Background: an optimization exercise with open tools, aiming at small area, a short achievable clock period and few clock cycles per item. Do not read the settings as production practice.
Where RTL was checked, it was by simulation tests only, not by an equivalence proof against the original.

==> flow/design.v (excerpt) <==
module projection_char_segmenter #(
    parameter int MAX_WIDTH  = pcs_pkg::MAX_WIDTH_DEF,
    parameter int MAX_HEIGHT = pcs_pkg::MAX_HEIGHT_DEF,
    parameter int NUM_CHARS  = pcs_pkg::NUM_CHARS_DEF
) (
    input  logic                                aclk,
    input  logic                                aresetn,
    input  logic                                s_valid,
    output logic                                s_ready,
    input  logic [pcs_pkg::PIXEL_W-1:0]         s_pixel,
    output logic                                m_valid,
    input  logic                                m_ready,
    output logic [pcs_pkg::CHAR_INDEX_W-1:0]    m_char_index,
    output logic [pcs_pkg::LEFT_W-1:0]          m_left,
    output logic [pcs_pkg::TOP_W-1:0]           m_top,
    output logic [pcs_pkg::BOX_WIDTH_W-1:0]     m_box_width,
    output logic [pcs_pkg::BOX_HEIGHT_W-1:0]    m_box_height,
    output logic                                m_last,
    input  logic                                cfg_valid,
    output logic                                cfg_ready,
    input  logic [pcs_pkg::CFG_INDEX_W-1:0]     cfg_index,
    input  logic [pcs_pkg::CFG_DATA_W-1:0]      cfg_data
);
==> flow/config.mk <==
export PLATFORM = sky130hd
export DESIGN_NAME = projection_char_segmenter
export DESIGN_NICKNAME = projection_char_segmenter
export VERILOG_FILES = /design/flow/design.v
export SDC_FILE = /design/flow/constraint.sdc
export NUM_CORES = 4
export LEC_CHECK = 0
export CAP_MARGIN = 20
export CORE_MARGIN = 2
export CORE_UTILIZATION = 65
export CTS_CLUSTER_DIAMETER = 60
export CTS_CLUSTER_SIZE = 32
export PLACE_DENSITY = 0.72
export SETUP_SLACK_MARGIN = 4.5
export SLEW_MARGIN = 20
export TNS_END_PERCENT = 100
==> flow/constraint.sdc <==
create_clock -name core_clock -period 7.0 [get_ports {aclk}]
set_input_delay 1.4000 -clock core_clock [delete_from_list [all_inputs] [get_ports {aclk}]]
set_output_delay 1.4000 -clock core_clock [all_outputs]
set_load 0.01 [all_outputs]
run.sh (not shown) runs the stock make flow with config.mk's settings and CLKGATE_MAP_FILE= SYNTH_SCRIPT=/design/flow/synth_recipe.tcl, a recipe that flattens the netlist after the stock synthesis.
Next try:
--- a/flow/design.v
+++ b/flow/design.v
@@ -276,17 +276,17 @@
     assign acc = s_valid && s_ready_reg;
     always_comb begin
         at_start = col0 && row0;
         relabel  = at_start && !((sc_reg == SC_SCAN) || img_end);
         row0_ok  = !row0 || !((sc_reg == SC_SCAN) || img_end)
                    || !((pc_reg == sx_reg) || (pc_reg == sx_reg + 8'd1))
                    || !(inside_reg || (s_al && head[1])) || !m_valid_reg;
         use_px   = qt_reg[0] && (relabel || q_al_reg) && row0_ok
-                   && !(last_col && pend_reg && (!row0 || last_row));
+                   && !(last_col && last_row && pend_reg);
         for (int i = 0; i < QD; i++) begin
             q_wr[i]     = !qt_reg[i] && ((i == 0) || qt_reg[(i > 0) ? i - 1 : 0]);
             q_wr_pop[i] = (i < QD - 1) ? q_wr[(i < QD - 1) ? i + 1 : i] : 1'b0;
         end
     end
     always_ff @(posedge aclk) begin
         if (!aresetn) begin
             s_ready_reg <= 1'b0;
@@ -371,22 +371,20 @@
         lastrow_q  <= last_row;
         rowend_q   <= last_col;
         rowstart_q <= col0;
         inhalf_q   <= ({pr_reg, 1'b0} <= ({1'b0, hm1_reg} + 7'd1));
     end
     logic [5:0] col_base;
     logic [6:0] col_sum;
     logic [8:0] racc_reg;
-    logic [8:0] row_base;
     logic [8:0] row_sum;
     assign col_base = row0_q ? 6'd0 : head;
     assign col_sum  = {1'b0, col_base} + 7'(fg_q);
-    assign row_base = rowstart_q ? 9'd0 : racc_reg;
-    assign row_sum  = row_base + 9'(fg_q);
+    assign row_sum  = (rowstart_q ? 9'd0 : racc_reg) + 9'(fg_q);
     assign img_end  = use_q && lastrow_q && rowend_q;
     always_comb begin
         if (!use_q) begin
             ring_din = head;
         end else if (lastrow_q) begin
             ring_din = {4'd0, (col_sum > 7'(ct_reg)), (col_sum < 7'(ct_reg))};
         end else begin
             ring_din = col_sum[5:0];
@@ -402,57 +400,35 @@
         if (!aresetn) begin
             rv_q <= 1'b0;
         end else begin
             rv_q <= use_q && rowend_q;
         end
         if (use_q) begin
             racc_reg <= row_sum;
         end
-        rgt_q    <= fg_q ? (row_base >= rt_reg) : (row_base > rt_reg);
-        rlt_q    <= fg_q ? ((row_base + 9'd1) < rt_reg) : (row_base < rt_reg);
+        rgt_q    <= row_sum > rt_reg;
+        rlt_q    <= row_sum < rt_reg;
         rhalf_q  <= inhalf_q;
         rfirst_q <= row0_q;
         rlast_q  <= lastrow_q;
     end
     logic [5:0] top_acc;
     logic [6:0] band_acc;
     logic [5:0] top_sum;
     logic [6:0] band_sum;
-    logic       show_reg;     
-    logic       row0v_reg;    
-    logic       row0t_reg;
-    logic       row0b_reg;
-    logic       box_done;
+    logic [5:0] m_top_reg;
+    logic [6:0] m_band_reg;
     assign top_sum  = (rfirst_q ? 6'd0 : top_acc) + 6'(rhalf_q && rlt_q);
     assign band_sum = (rfirst_q ? 7'd0 : band_acc) + 7'(rgt_q);
-    assign box_done = m_valid_reg && m_ready && m_last_reg;
     always_ff @(posedge aclk) begin
-        if (!aresetn) begin
-            show_reg  <= 1'b0;
-            row0v_reg <= 1'b0;
-        end else begin
-            if (rv_q && rlast_q && !show_reg) begin
-                show_reg <= 1'b1;
-            end else if (box_done) begin
-                show_reg <= 1'b0;
-            end
-            if (rv_q && show_reg && !box_done) begin
-                row0v_reg <= 1'b1;
-            end else if (box_done) begin
-                row0v_reg <= 1'b0;
-            end
-        end
-        if (rv_q && show_reg && !box_done) begin
-            row0t_reg <= rhalf_q && rlt_q;
-            row0b_reg <= rgt_q;
-        end
-        if (rv_q && !(show_reg && !box_done)) begin
+        if (rv_q) begin
             top_acc  <= top_sum;
             band_acc <= band_sum;
-        end else if (box_done && row0v_reg) begin
-            top_acc  <= 6'(row0t_reg);
-            band_acc <= 7'(row0b_reg);
+            if (rlast_q) begin
+                m_top_reg  <= top_sum;
+                m_band_reg <= band_sum;
+            end
         end
     end
-    assign m_top        = {1'b0, top_acc};
-    assign m_box_height = band_acc;
+    assign m_top        = {1'b0, m_top_reg};
+    assign m_box_height = m_band_reg;
 endmodule
Effect: The changed run ran to the end with no violations. Global-route usage came out lower by 1.2 points. Clock-buffer cell count came out higher by 1. Final area came out lower by 1.1%. Non-clock buffer count came out lower by 24. Hold slack hardly moves. Setup slack is better by 0.10 ns. Die area came out lower by 0.46%. Fmax came out higher by 4.0%. Critical path depth came out higher by 12. Wire length came out lower by 5.8%. Via count came out lower by 4.0%.
Testbench counts after the change, summed over its fixed seeds: cycles 349,737, images 160.
Function not checked in the first run of this note: the RTL went through the layout flow alone.

separate check: timing with driven ports:
In the flow no input, the clock included, has a driving cell. The finished layouts below were timed again as built, in two steps.
Step 1 assumes that a clkbuf_16 drives the clock port and a buf_2 every other input.
Step 2, shift: input delay + t, output delay - t, t = (earliest + latest rising clock arrival at the registers) / 2. This alone moves slack from input paths to output paths.
a / b / c = ideal / step 1 / step 2; a / b = the first two.
| run | t, ns | setup slack, ns | worst hold slack (ns) | worst slew at a driven data input, ns |
|---|---|---|---|---|
| the first run | 0.676 | 4.298 / 4.237 / 3.907 | 0.307 / 0.307 / 0.307 | 0.06 |
| the second run | 0.680 | 4.401 / 4.350 / 3.873 | 0.309 / 0.309 / 0.309 | 0.03 |
After both steps every run listed still meets setup and hold. The setup slack of the second run, which loses most, moves by -0.051 ns with the drivers and by -0.528 ns with both steps.
